This design comes from an exercise in tuning for a short achievable clock period on the open sky130 flow, not from production work. Only simulation tests tie the RTL to the original design; equivalence was not proved. Power figures rest on the tool's default switching activity, not on a simulated workload.

===== flow/config.mk =====
export PLATFORM = sky130hd
export DESIGN_NAME = shooter_top
export DESIGN_NICKNAME = shooter_top
export VERILOG_FILES = /design/flow/design.v
export SDC_FILE = /design/flow/constraint.sdc
export NUM_CORES = 4
export LEC_CHECK = 0
export CAP_MARGIN = 20
export CORE_MARGIN = 2
export CORE_UTILIZATION = 40
export SLEW_MARGIN = 20

===== flow/constraint.sdc =====
create_clock -name core_clock -period 17.0 [get_ports {CLK}]
set_input_delay 3.4000 -clock core_clock [delete_from_list [all_inputs] [get_ports {CLK}]]
set_output_delay 3.4000 -clock core_clock [all_outputs]
set_load 0.01 [all_outputs]

===== flow/design.v =====
`default_nettype none
package shooter_pkg;
	typedef logic [3:0] heading_t;    
	typedef logic [8:0] dist_t;       
	typedef logic [3:0] points_t;
	typedef logic [19:0] bcd_score_t;
	typedef enum logic [1:0] {
		WPN_SPREAD,    
		WPN_TRIPLE,    
		WPN_CANNON     
	} weapon_t;
	typedef enum logic [1:0] {
		EN_BRUTE,
		EN_RAIDER,
		EN_DART,
		EN_TITAN
	} enemy_t;
	typedef enum logic [2:0] {
		ST_IDLE,
		ST_FIRE,
		ST_SPAWN,
		ST_MOVE,
		ST_SWEEP,
		ST_DONE
	} step_state_t;
	localparam int SCORE_DIGITS = 5;
	localparam dist_t RANGE_AXIS = 9'd240;    
	localparam dist_t RANGE_DIAG = 9'd340;    
	localparam dist_t RANGE_SKEW = 9'd260;    
	localparam dist_t BREACH_DIST = 9'd15;
	localparam logic [15:0] SPAWN_SEED = 16'hace1;
endpackage
`default_nettype wire
`timescale 1ns/1ns
`default_nettype none
import shooter_pkg::*;
module pilot_controls
(
	input  logic     CLK,
	input  logic     RESET,
	input  logic     fire,             
	input  logic     rotate_cw,
	input  logic     rotate_ccw,
	input  logic     weapon_switch,
	input  logic     fire_take,        
	output shooter_pkg::heading_t heading,
	output logic [1:0]weapon,
	output logic     fire_pending
);
	logic [3:0] sync_a;       
	logic [3:0] sync_b;
	logic [3:0] sync_prev;    
	logic [3:0] press;
	always_ff @(posedge CLK) begin
		if (RESET) begin
			sync_a <= '1;           
			sync_b <= '1;
			sync_prev <= '1;
		end else begin
			sync_a <= {weapon_switch, rotate_ccw, rotate_cw, fire};
			sync_b <= sync_a;
			sync_prev <= sync_b;
		end
	end
	assign press = sync_prev & ~sync_b;    
	function automatic logic [1:0] next_weapon(logic [1:0] w);
		case (w)
			WPN_SPREAD: next_weapon = WPN_TRIPLE;
			WPN_TRIPLE: next_weapon = WPN_CANNON;
			default:    next_weapon = WPN_SPREAD;
		endcase
	endfunction
	always_ff @(posedge CLK) begin
		if (RESET) begin
			heading <= '0;
			weapon <= WPN_SPREAD;
			fire_pending <= 1'b0;
		end else begin
			heading <= heading + {3'd0, press[2]} - {3'd0, press[1]};
			if (press[3])
				weapon <= next_weapon(weapon);
			if (press[0])
				fire_pending <= 1'b1;    
			else if (fire_take)
				fire_pending <= 1'b0;
		end
	end
endmodule
`default_nettype wire
`timescale 1ns/1ns
`default_nettype none
import shooter_pkg::*;
module step_sequencer
#(
	parameter int TICK_CYCLES = 64,
	parameter int BULLET_SLOTS = 20
) (
	input  logic                            CLK,
	input  logic                            RESET,
	input  logic                            fire_pending,
	output logic                            fire_take,
	output logic                            spawn_en,
	output logic                            move_en,
	output logic                            sweep_en,
	output logic [$clog2(BULLET_SLOTS)-1:0] sweep_slot,
	output logic                            step_done
);
	localparam int TICK_W = (TICK_CYCLES > 1) ? $clog2(TICK_CYCLES) : 1;
	localparam int SLOT_W = $clog2(BULLET_SLOTS);
	shooter_pkg::step_state_t       state;
	logic [TICK_W-1:0] tick_cnt;
	logic              tick;
	assign tick = (tick_cnt == TICK_W'(TICK_CYCLES - 1));
	always_ff @(posedge CLK) begin
		if (RESET)
			tick_cnt <= '0;
		else if (tick)
			tick_cnt <= '0;
		else
			tick_cnt <= tick_cnt + 1'b1;
	end
	always_ff @(posedge CLK) begin
		if (RESET) begin
			state <= ST_IDLE;
			sweep_slot <= '0;
		end else begin
			case (state)
				ST_IDLE: begin
					if (tick)
						state <= ST_FIRE;
				end
				ST_FIRE:  state <= ST_SPAWN;
				ST_SPAWN: state <= ST_MOVE;
				ST_MOVE: begin
					state <= ST_SWEEP;
					sweep_slot <= '0;
				end
				ST_SWEEP: begin
					if (sweep_slot == SLOT_W'(BULLET_SLOTS - 1))
						state <= ST_DONE;    
					else
						sweep_slot <= sweep_slot + 1'b1;
				end
				ST_DONE:  state <= ST_IDLE;
				default:  state <= ST_IDLE;
			endcase
		end
	end
	assign fire_take = (state == ST_FIRE) && fire_pending;
	assign spawn_en = (state == ST_SPAWN);
	assign move_en = (state == ST_MOVE);
	assign sweep_en = (state == ST_SWEEP);
	assign step_done = (state == ST_DONE);
endmodule
`default_nettype wire
`timescale 1ns/1ns
`default_nettype none
import shooter_pkg::*;
module bullet_pool
#(
	parameter int BULLET_SLOTS = 20
) (
	input  logic                            CLK,
	input  logic                            RESET,
	input  logic                            fire_take,
	input  logic [1:0]                       weapon,
	input  shooter_pkg::heading_t                        heading,
	input  logic                            move_en,
	input  logic                            sweep_en,
	input  logic [$clog2(BULLET_SLOTS)-1:0] sweep_slot,
	input  logic                            hit,
	output logic                            probe_valid,
	output shooter_pkg::heading_t                        probe_heading,
	output shooter_pkg::dist_t                           probe_dist,
	output logic [1:0]                       probe_weapon
);
	function automatic logic [8:0] range_of(logic [3:0] h);
		if (h[1:0] == 2'b00)
			range_of = RANGE_AXIS;
		else if (!h[0])
			range_of = RANGE_DIAG;
		else
			range_of = RANGE_SKEW;
	endfunction
	function automatic logic [3:0] bullet_speed(logic [1:0] w);
		case (w)
			WPN_SPREAD: bullet_speed = 4'd7;
			WPN_TRIPLE: bullet_speed = 4'd5;
			default:    bullet_speed = 4'd4;
		endcase
	endfunction
	function automatic logic [3:0] shot_ofs(logic [2:0] k);
		case (k)
			3'd0:    shot_ofs = 4'd2;
			3'd1:    shot_ofs = 4'd14;
			3'd2:    shot_ofs = 4'd1;
			3'd3:    shot_ofs = 4'd15;
			default: shot_ofs = 4'd0;
		endcase
	endfunction
	logic [BULLET_SLOTS-1:0] live;
	shooter_pkg::heading_t                b_head [BULLET_SLOTS];
	shooter_pkg::dist_t                   b_dist [BULLET_SLOTS];
	logic [1:0]               b_wpn [BULLET_SLOTS];
	logic [BULLET_SLOTS-1:0] fill;                     
	shooter_pkg::heading_t                fill_head [BULLET_SLOTS];
	function automatic logic [2:0] first_shot(logic [1:0] w);
		case (w)
			WPN_SPREAD: first_shot = 3'd0;
			WPN_TRIPLE: first_shot = 3'd2;
			default:    first_shot = 3'd4;
		endcase
	endfunction
	always_comb begin
		logic [2:0] k;
		k = first_shot(weapon);
		for (int i = 0; i < BULLET_SLOTS; i++) begin
			fill[i] = 1'b0;
			fill_head[i] = heading;
			if (!live[i] && k < 3'd5) begin
				fill[i] = 1'b1;
				fill_head[i] = heading + shot_ofs(k);
				k = k + 3'd1;
			end
		end
	end
	always_ff @(posedge CLK) begin
		if (RESET) begin
			live <= '0;
		end else begin
			for (int i = 0; i < BULLET_SLOTS; i++) begin
				if (fire_take && fill[i])
					live[i] <= 1'b1;
				else if (move_en && live[i] && b_dist[i] >= range_of(b_head[i]))
					live[i] <= 1'b0;    
			end
			if (hit)
				live[sweep_slot] <= 1'b0;    
		end
	end
	always_ff @(posedge CLK) begin
		for (int i = 0; i < BULLET_SLOTS; i++) begin
			if (fire_take && fill[i]) begin
				b_head[i] <= fill_head[i];
				b_dist[i] <= '0;
				b_wpn[i] <= weapon;
			end else if (move_en && live[i]) begin
				b_dist[i] <= b_dist[i] + {5'd0, bullet_speed(b_wpn[i])};
			end
		end
	end
	assign probe_valid = sweep_en && live[sweep_slot];
	assign probe_heading = b_head[sweep_slot];
	assign probe_dist = b_dist[sweep_slot];
	assign probe_weapon = b_wpn[sweep_slot];
endmodule
`default_nettype wire
`timescale 1ns/1ns
`default_nettype none
import shooter_pkg::*;
module enemy_pool
#(
	parameter int ENEMY_SLOTS = 8
) (
	input  logic     CLK,
	input  logic     RESET,
	input  logic     spawn_en,
	input  logic     move_en,
	input  logic     probe_valid,
	input  shooter_pkg::heading_t probe_heading,
	input  shooter_pkg::dist_t    probe_dist,
	input  logic [1:0]probe_weapon,
	output logic     hit,
	output logic     kill,
	output logic [1:0] kill_type
);
	function automatic logic [8:0] range_of(logic [3:0] h);
		if (h[1:0] == 2'b00)
			range_of = RANGE_AXIS;
		else if (!h[0])
			range_of = RANGE_DIAG;
		else
			range_of = RANGE_SKEW;
	endfunction
	function automatic logic [3:0] weapon_damage(logic [1:0] w);
		case (w)
			WPN_SPREAD: weapon_damage = 4'd2;
			WPN_TRIPLE: weapon_damage = 4'd3;
			default:    weapon_damage = 4'd9;
		endcase
	endfunction
	function automatic logic [3:0] enemy_speed(logic [1:0] t);
		case (t)
			EN_BRUTE:  enemy_speed = 4'd3;
			EN_RAIDER: enemy_speed = 4'd4;
			EN_DART:   enemy_speed = 4'd5;
			default:   enemy_speed = 4'd1;
		endcase
	endfunction
	function automatic logic [3:0] enemy_health(logic [1:0] t);
		case (t)
			EN_BRUTE:  enemy_health = 4'd6;
			EN_RAIDER: enemy_health = 4'd3;
			EN_DART:   enemy_health = 4'd2;
			default:   enemy_health = 4'd15;
		endcase
	endfunction
	localparam int IDX_W = (ENEMY_SLOTS > 1) ? $clog2(ENEMY_SLOTS) : 1;
	logic [ENEMY_SLOTS-1:0] live;
	logic [1:0]               e_type [ENEMY_SLOTS];
	shooter_pkg::heading_t               e_head [ENEMY_SLOTS];
	shooter_pkg::dist_t                  e_dist [ENEMY_SLOTS];
	logic [3:0]             e_health [ENEMY_SLOTS];
	logic [15:0]            lfsr;          
	logic                   free_found;
	logic [IDX_W-1:0]       free_idx;
	logic [IDX_W-1:0]       hit_idx;
	logic [3:0]             damage;
	shooter_pkg::heading_t               spawn_head;
	logic [1:0]               spawn_type;
	always_comb begin
		hit = 1'b0;
		hit_idx = '0;
		free_found = 1'b0;
		free_idx = '0;
		for (int i = ENEMY_SLOTS - 1; i >= 0; i--) begin
			if (probe_valid && live[i] && e_head[i] == probe_heading &&
					e_dist[i] <= probe_dist) begin
				hit = 1'b1;
				hit_idx = IDX_W'(i);
			end
			if (!live[i]) begin
				free_found = 1'b1;
				free_idx = IDX_W'(i);
			end
		end
	end
	assign damage = weapon_damage(probe_weapon);
	assign kill = hit && (damage >= e_health[hit_idx]);
	assign kill_type = e_type[hit_idx];
	assign spawn_head = lfsr[3:0];
	assign spawn_type = lfsr[5:4];
	always_ff @(posedge CLK) begin
		if (RESET) begin
			live <= '0;
			lfsr <= SPAWN_SEED;
		end else begin
			if (spawn_en)
				lfsr <= {lfsr[14:0], lfsr[15] ^ lfsr[13] ^ lfsr[12] ^ lfsr[10]};
			for (int i = 0; i < ENEMY_SLOTS; i++) begin
				if (spawn_en && free_found && free_idx == IDX_W'(i))
					live[i] <= 1'b1;
				else if (move_en && live[i] && e_dist[i] < BREACH_DIST)
					live[i] <= 1'b0;    
				else if (kill && hit_idx == IDX_W'(i))
					live[i] <= 1'b0;
			end
		end
	end
	always_ff @(posedge CLK) begin
		for (int i = 0; i < ENEMY_SLOTS; i++) begin
			if (spawn_en && free_found && free_idx == IDX_W'(i)) begin
				e_type[i] <= spawn_type;
				e_head[i] <= spawn_head;
				e_dist[i] <= range_of(spawn_head);    
				e_health[i] <= enemy_health(spawn_type);
			end else if (move_en && live[i] && e_dist[i] >= BREACH_DIST) begin
				e_dist[i] <= e_dist[i] - {5'd0, enemy_speed(e_type[i])};
			end else if (hit && !kill && hit_idx == IDX_W'(i)) begin
				e_health[i] <= e_health[i] - damage;
			end
		end
	end
endmodule
`default_nettype wire
`timescale 1ns/1ns
`default_nettype none
import shooter_pkg::*;
module score_keeper
(
	input  logic       CLK,
	input  logic       RESET,
	input  logic       fire_take,
	input  logic       kill,
	input  logic [1:0]   kill_type,
	output shooter_pkg::bcd_score_t score_bcd
);
	function automatic logic [3:0] enemy_points(logic [1:0] t);
		case (t)
			EN_BRUTE:  enemy_points = 4'd6;
			EN_RAIDER: enemy_points = 4'd3;
			EN_DART:   enemy_points = 4'd2;
			default:   enemy_points = 4'd15;
		endcase
	endfunction
	shooter_pkg::points_t    kill_pts;
	logic [4:0] add_pts;       
	shooter_pkg::bcd_score_t score_next;
	assign kill_pts = kill ? enemy_points(kill_type) : 4'd0;
	assign add_pts = {4'd0, fire_take} + {1'b0, kill_pts};
	always_comb begin
		logic [4:0] carry;
		logic [4:0] sum;
		carry = add_pts;
		for (int d = 0; d < SCORE_DIGITS; d++) begin
			sum = {1'b0, score_bcd[4*d +: 4]} + carry;
			if (sum >= 5'd20) begin
				score_next[4*d +: 4] = 4'(sum - 5'd20);
				carry = 5'd2;
			end else if (sum >= 5'd10) begin
				score_next[4*d +: 4] = 4'(sum - 5'd10);
				carry = 5'd1;
			end else begin
				score_next[4*d +: 4] = sum[3:0];
				carry = 5'd0;
			end
		end
	end
	always_ff @(posedge CLK) begin
		if (RESET)
			score_bcd <= '0;
		else if (fire_take || kill)
			score_bcd <= score_next;
	end
endmodule
`default_nettype wire
`timescale 1ns/1ns
`default_nettype none
module shooter_top #(
	parameter int TICK_CYCLES = 64,
	parameter int BULLET_SLOTS = 20,
	parameter int ENEMY_SLOTS = 8
) (
	input  logic                   CLK,
	input  logic                   RESET,
	input  logic                   fire,
	input  logic                   rotate_cw,
	input  logic                   rotate_ccw,
	input  logic                   weapon_switch,
	output shooter_pkg::heading_t  heading,
	output logic [1:0] weapon,
	output shooter_pkg::bcd_score_t score_bcd,
	output logic                   kill,
	output logic [1:0]  kill_type,
	output logic                   step_done
);
	logic                            fire_pending;
	logic                            fire_take;
	logic                            spawn_en;
	logic                            move_en;
	logic                            sweep_en;
	logic [$clog2(BULLET_SLOTS)-1:0] sweep_slot;
	logic                            probe_valid;    
	shooter_pkg::heading_t           probe_heading;
	shooter_pkg::dist_t              probe_dist;
	logic [1:0]          probe_weapon;
	logic                            hit;
	pilot_controls u_pilot_controls (
		.CLK(CLK), .RESET(RESET),
		.fire(fire), .rotate_cw(rotate_cw), .rotate_ccw(rotate_ccw),
		.weapon_switch(weapon_switch), .fire_take(fire_take),
		.heading(heading), .weapon(weapon), .fire_pending(fire_pending)
	);
	step_sequencer #(.TICK_CYCLES(TICK_CYCLES), .BULLET_SLOTS(BULLET_SLOTS)) u_step_sequencer (
		.CLK(CLK), .RESET(RESET), .fire_pending(fire_pending),
		.fire_take(fire_take), .spawn_en(spawn_en), .move_en(move_en),
		.sweep_en(sweep_en), .sweep_slot(sweep_slot), .step_done(step_done)
	);
	bullet_pool #(.BULLET_SLOTS(BULLET_SLOTS)) u_bullet_pool (
		.CLK(CLK), .RESET(RESET),
		.fire_take(fire_take), .weapon(weapon), .heading(heading),
		.move_en(move_en), .sweep_en(sweep_en), .sweep_slot(sweep_slot), .hit(hit),
		.probe_valid(probe_valid), .probe_heading(probe_heading),
		.probe_dist(probe_dist), .probe_weapon(probe_weapon)
	);
	enemy_pool #(.ENEMY_SLOTS(ENEMY_SLOTS)) u_enemy_pool (
		.CLK(CLK), .RESET(RESET),
		.spawn_en(spawn_en), .move_en(move_en),
		.probe_valid(probe_valid), .probe_heading(probe_heading),
		.probe_dist(probe_dist), .probe_weapon(probe_weapon),
		.hit(hit), .kill(kill), .kill_type(kill_type)
	);
	score_keeper u_score_keeper (
		.CLK(CLK), .RESET(RESET),
		.fire_take(fire_take), .kill(kill), .kill_type(kill_type),
		.score_bcd(score_bcd)
	);
endmodule
`default_nettype wire

===== flow/run.sh =====
#!/bin/bash
# synth_recipe.tcl (not shown) runs the flow's synth.tcl, then flattens the netlist and writes it again
# the make line also repeats each setting of config.mk as NAME=value (left out here)
make -C /OpenROAD-flow-scripts/flow DESIGN_CONFIG=/design/flow/config.mk WORK_HOME=/design/flow/orfs CLKGATE_MAP_FILE= SYNTH_SCRIPT=/design/flow/synth_recipe.tcl finish

==> key figures <==
Pwr
  • P_int: approximately 4.7 mW
  • Combinational share of power: 66.2%
  • Max IR drop VDD: 1.254 mV
  • PwrDens: 198.1 nW/um^2
  • Sw Share: 46.51%
  • Leakage: 18.10 nW
  • Total net switching power: between 4 and 5 mW
  • Clk network pwr share: 17.2%
  • Register share of total power: 16.6%

Timing
  • Max-slew violation count: 0
  • Worst Tran Pin Value: 1152 ps
  • Setup violators final: 0
  • Worst-case headroom to the max-slew limit: 23.22%
  • Tcrit/Tclk final: 94.66%
  • Setup ws final: 908.3 ps
  • Fmax: 62.14 MHz
  • Fin. Hold Viols: 0
  • Minimum clock period: around 16,000 ps
  • Clock skew: 34.36 ps
  • WHS: approximately 400 ps

Run status
  • Status: complete, no violations

Placement
  • Placed Area: 41,460 sq um
  • Pre-CTS WS: -283.3 ps
  • Port Buffers: 35
  • Hpwl dp: 88.93 mm
  • GPL Wtd Cong: 0.9593

Synthesis
  • Distinct cells, synth: 106
  • EDFF count, synth: 272
  • Yosys warns: 13
  • Mapped Nets: 4,894
  • Seq/Total Area, Yosys: around a third
  • Syn avg cell area: ~8.9 sq um
  • Main synth FF type: dfxtp_1
  • Yosys reg bits: 549
  • Mapped Area: 39,210 sq um
  • Ys async rst share: 0%
  • Post-Synthesis Cells: 4,383

Route
  • Total Wirelength: 118.8 mm
  • DRC: 0
  • First-pass detailed-route iteration total: 7
  • DR vias: approximately 32,000
  • Initial drt markers: approximately 3,100
  • Post-DRT Antenna Nets: 0
  • Via density per instance: about 5.6
  • Detailed-route wire length per cell: 20.56 um

Critical path
  • Worst Path Max Fanout: 7
  • CP Launch Type: register
  • Worst Path Arrival: 16,450 ps
  • Crit path top cell by count: ha_1
  • Cell with the largest stage delay on the worst path: or3_4
  • Crit. End Element: register
  • CP max stage delay: 410 ps
  • Worst path required time: about 17,000 ps
  • Kind of critical path: reg -> reg

Clock network
  • CTS Hold Bufs: 0
  • Clk root buf: clkbuf_16
  • Clock transition at path regs: roughly 60 ps
  • CTS tree: yes
  • CTS H-tree lvls: 3
  • Clock Sinks: approximately 550
  • Clk Latency, worst-skew pair: 640 ps
  • Inserted Clock Buffers: 68
  • Max clock buf depth: 3

Die
  • I/O pins: 36
  • Initial Utilization: roughly 40%
  • Die area: 100,500 sq um
  • Site Rows: 114
  • CORE AREA: roughly 97,000 sq um
  • Chip Width: 317.1 um
  • Die Height: 317.1 um

Cells and area
  • Design Area, Final: 44,240 sq um
  • Final Util: 45.67%
  • Area Overhead vs Synth: 12.81%
  • # diodes: 0
  • Share of layout cells above drive strength 1: a little under 10%
  • Nets: between 4,000 and 5,000

Min path
  • HP Class: reg -> reg

Global route
  • Pin count of the biggest net entering global routing: 110
  • Initial antenna violation count: 4
  • GR Overflow Total: 0
  • Vias in the first global route: 30,510
  • Tot GR Track Use: a little under a quarter
  • Global-route wire length before repair: 183.4 mm

Flow run
  • Max_cap viols: 0
==> routing by layer <==
| metal | routed length [um] | up-vias | track usage (%) | part of all wire, % |
|---|---|---|---|---|
| met5 | 0 | - | 0 | 0 |
| met3 | 7382 | 221 | 2.700 | 6.2 |
| met2 | 52720 | 992 | 36.62 | 44 |
| met4 | 4267 | 0 | 8.397 | 3.6 |
| li1 | - | 15470 | - | - |
| met1 | 54440 | 15570 | 33.63 | 46 |
==> worst paths after layout <==
kind / startpoint / end / slack (ps) / cells past startpoint
min: u_pilot_controls.sync_a[2] / u_pilot_controls.sync_b[2] / 400 / 1
max reg2reg: u_bullet_pool.live[0] / u_bullet_pool.b_head[19][3] / 910 / 81
min reg2reg: u_pilot_controls.sync_a[2] / u_pilot_controls.sync_b[2] / 400 / 1
max: u_bullet_pool.live[0] / u_bullet_pool.b_head[19][3] / 910 / 81
==> metrics by stage <==
step	setup TNS [ps]	total power, mW	cells
6_report	0	8.765	5779
5_1_grt	-190.7	9.595	5779
4_1_cts	-0.9717	8.284	5754
3_5_place_dp	-671.8	6.719	5629
3_3_place_gp	0	6.701	5629
2_1_floorplan	0	5.754	4383
==> worst max-delay path: cells and delay by family (launching register included) <==
kind                     cells  cell delay [ps]
AND/OR/NAND/NOR             22             4120
XOR/XNOR                     1               70
AO/OA/AOI/OAI               26             4580
adder cells (fa/ha/maj)     19             5380
flip-flops                   1              350
buffers and inverters       13             1310
==> Yosys cell counts, types with 10 or more instances <==
| cell type | instances | area, sq um |
|---|---|---|
| and2_1 | 22 | 137.6 |
| o21ai_0 | 189 | 945.9 |
| xnor2_1 | 194 | 1699 |
| a22oi_1 | 90 | 675.7 |
| inv_2 | 10 | 37.54 |
| and3_1 | 27 | 168.9 |
| nor4_1 | 21 | 131.4 |
| a211oi_1 | 39 | 292.8 |
| nand3_1 | 131 | 655.6 |
| a21o_1 | 41 | 307.8 |
| nand2b_1 | 67 | 419.2 |
| dfxtp_1 | 277 | 5545 |
| nand2_1 | 381 | 1430 |
| xor2_1 | 145 | 1270 |
| a41oi_1 | 16 | 140.1 |
| clkbuf_1 | 152 | 570.6 |
| o32ai_1 | 12 | 105.1 |
| nor2b_1 | 75 | 469.2 |
| inv_1 | 358 | 1344 |
| o211ai_1 | 10 | 75.07 |
| buf_1 | 13 | 48.80 |
| nor2_1 | 502 | 1884 |
| nand3b_1 | 35 | 262.8 |
| a21oi_1 | 291 | 1456 |
| a31oi_1 | 16 | 100.1 |
| nor3_1 | 66 | 330.3 |
| edfxtp_1 | 272 | 8168 |
| fa_1 | 63 | 1261 |
| or2_2 | 65 | 406.6 |
| o21bai_1 | 13 | 97.59 |
| a222oi_1 | 30 | 300.3 |
| o21a_1 | 27 | 202.7 |
| o221ai_1 | 11 | 96.34 |
| nand4_1 | 55 | 344.1 |
| a211o_1 | 22 | 192.7 |
| or3_1 | 14 | 87.58 |
| ha_1 | 442 | 5530 |
| mux2i_1 | 41 | 410.4 |
==> layout by cell type (no fill, tap or decap), types with 34 or more instances in the layout <==
cell / synthesis / final
a22oi_1: 90 / 90
nor3_1: 66 / 49
nand3b_1: 35 / 35
fa_1: 63 / 63
buf_4: 2 / 131
xor2_1: 145 / 145
clkdlybuf4s50_1: 0 / 34
nand4_1: 55 / 55
ha_1: 442 / 439
dfxtp_1: 277 / 270
nor2b_1: 75 / 75
a21o_1: 41 / 41
nand2_1: 381 / 381
nand2b_1: 67 / 67
o21ai_0: 189 / 186
nand3_1: 131 / 131
or2_2: 65 / 65
a21oi_1: 291 / 285
nor2_1: 502 / 489
a211oi_1: 39 / 38
mux2i_1: 41 / 41
edfxtp_1: 272 / 272
xnor2_1: 194 / 190
inv_1: 358 / 357
clkbuf_16: 0 / 70
==> state kept, by name, summed over array words and instances, names as in the netlist, 6 cells and up <==
name                       flops
u_enemy_pool.e_dist           72
u_enemy_pool.e_head           32
u_enemy_pool.e_type           16
u_bullet_pool.b_head          80
u_bullet_pool.live            20
u_step_sequencer.tick_cnt      6
u_bullet_pool.b_dist         180
u_score_keeper.score_bcd      20
u_enemy_pool.live              8
u_bullet_pool.b_wpn           40
u_enemy_pool.e_health         32
u_enemy_pool.lfsr             16
==> power groups by stage <==
| stage | registers [mW] | clock network [mW] | logic, mW |
|---|---|---|---|
| after floorplan | 1.49 | 0 | 4.27 |
| after global placement | 1.49 | 0 | 5.22 |
| after detailed placement | 1.49 | 0 | 5.23 |
| after CTS | 1.46 | 1.53 | 5.30 |
| after global routing | 1.46 | 1.59 | 6.55 |
| final | 1.46 | 1.51 | 5.80 |
==> logic make-up after synthesis <==
group	Yosys count	synth area share [%]
muxes	54	1.611
buffers and inverters	552	5.393
DFF	549	34.97
AOI/OAI and AO/OA	895	15.33
and+or+nand+nor	1488	17.78
xor gates and xnor gates	339	7.572
adders and majority gates	506	17.35
==> area by class of cell <==
cell class                 count  area, sq um
sequential                   549        13720
tap                         1276         1597
inverter                     375         1411
clock buffer                  95         1956
clock inverter                30        330.3
fill                        9252        52610
multi-input combinational   3282        23780
timing repair buffer         172         1438
==> repair_timing <==
action | in CTS | in global routing
endpoints found under the setup margin | 4 | 30
resized for setup | 4 | 51
setup buffers | 0 | 25
cloned | 0 | 0
pin swaps | 0 | 16

## static timing again, ports no longer ideal
In the flow no input, the clock included, has a driving cell. The finished layout below was timed again as built, in two steps.
Step 1: set_driving_cell puts a clkbuf_16 on CLK and a buf_2 on each other input, an assumption about the parent block.
Step 2 also shifts input and output timing later by t, the mid clock arrival at the registers, as if the neighbouring blocks saw the same clock.
Slacks: ideal ports / drivers / drivers and shift; pairs: ideal ports / drivers.
t (ns): 0.688
setup WS [ns]: 0.908 / 0.908 / 0.908
worst setup path at the end: register to register
After both steps this run still meets setup and hold. For this run, drivers alone change the setup slack by 0.000 ns; drivers and shift together by 0.000 ns.
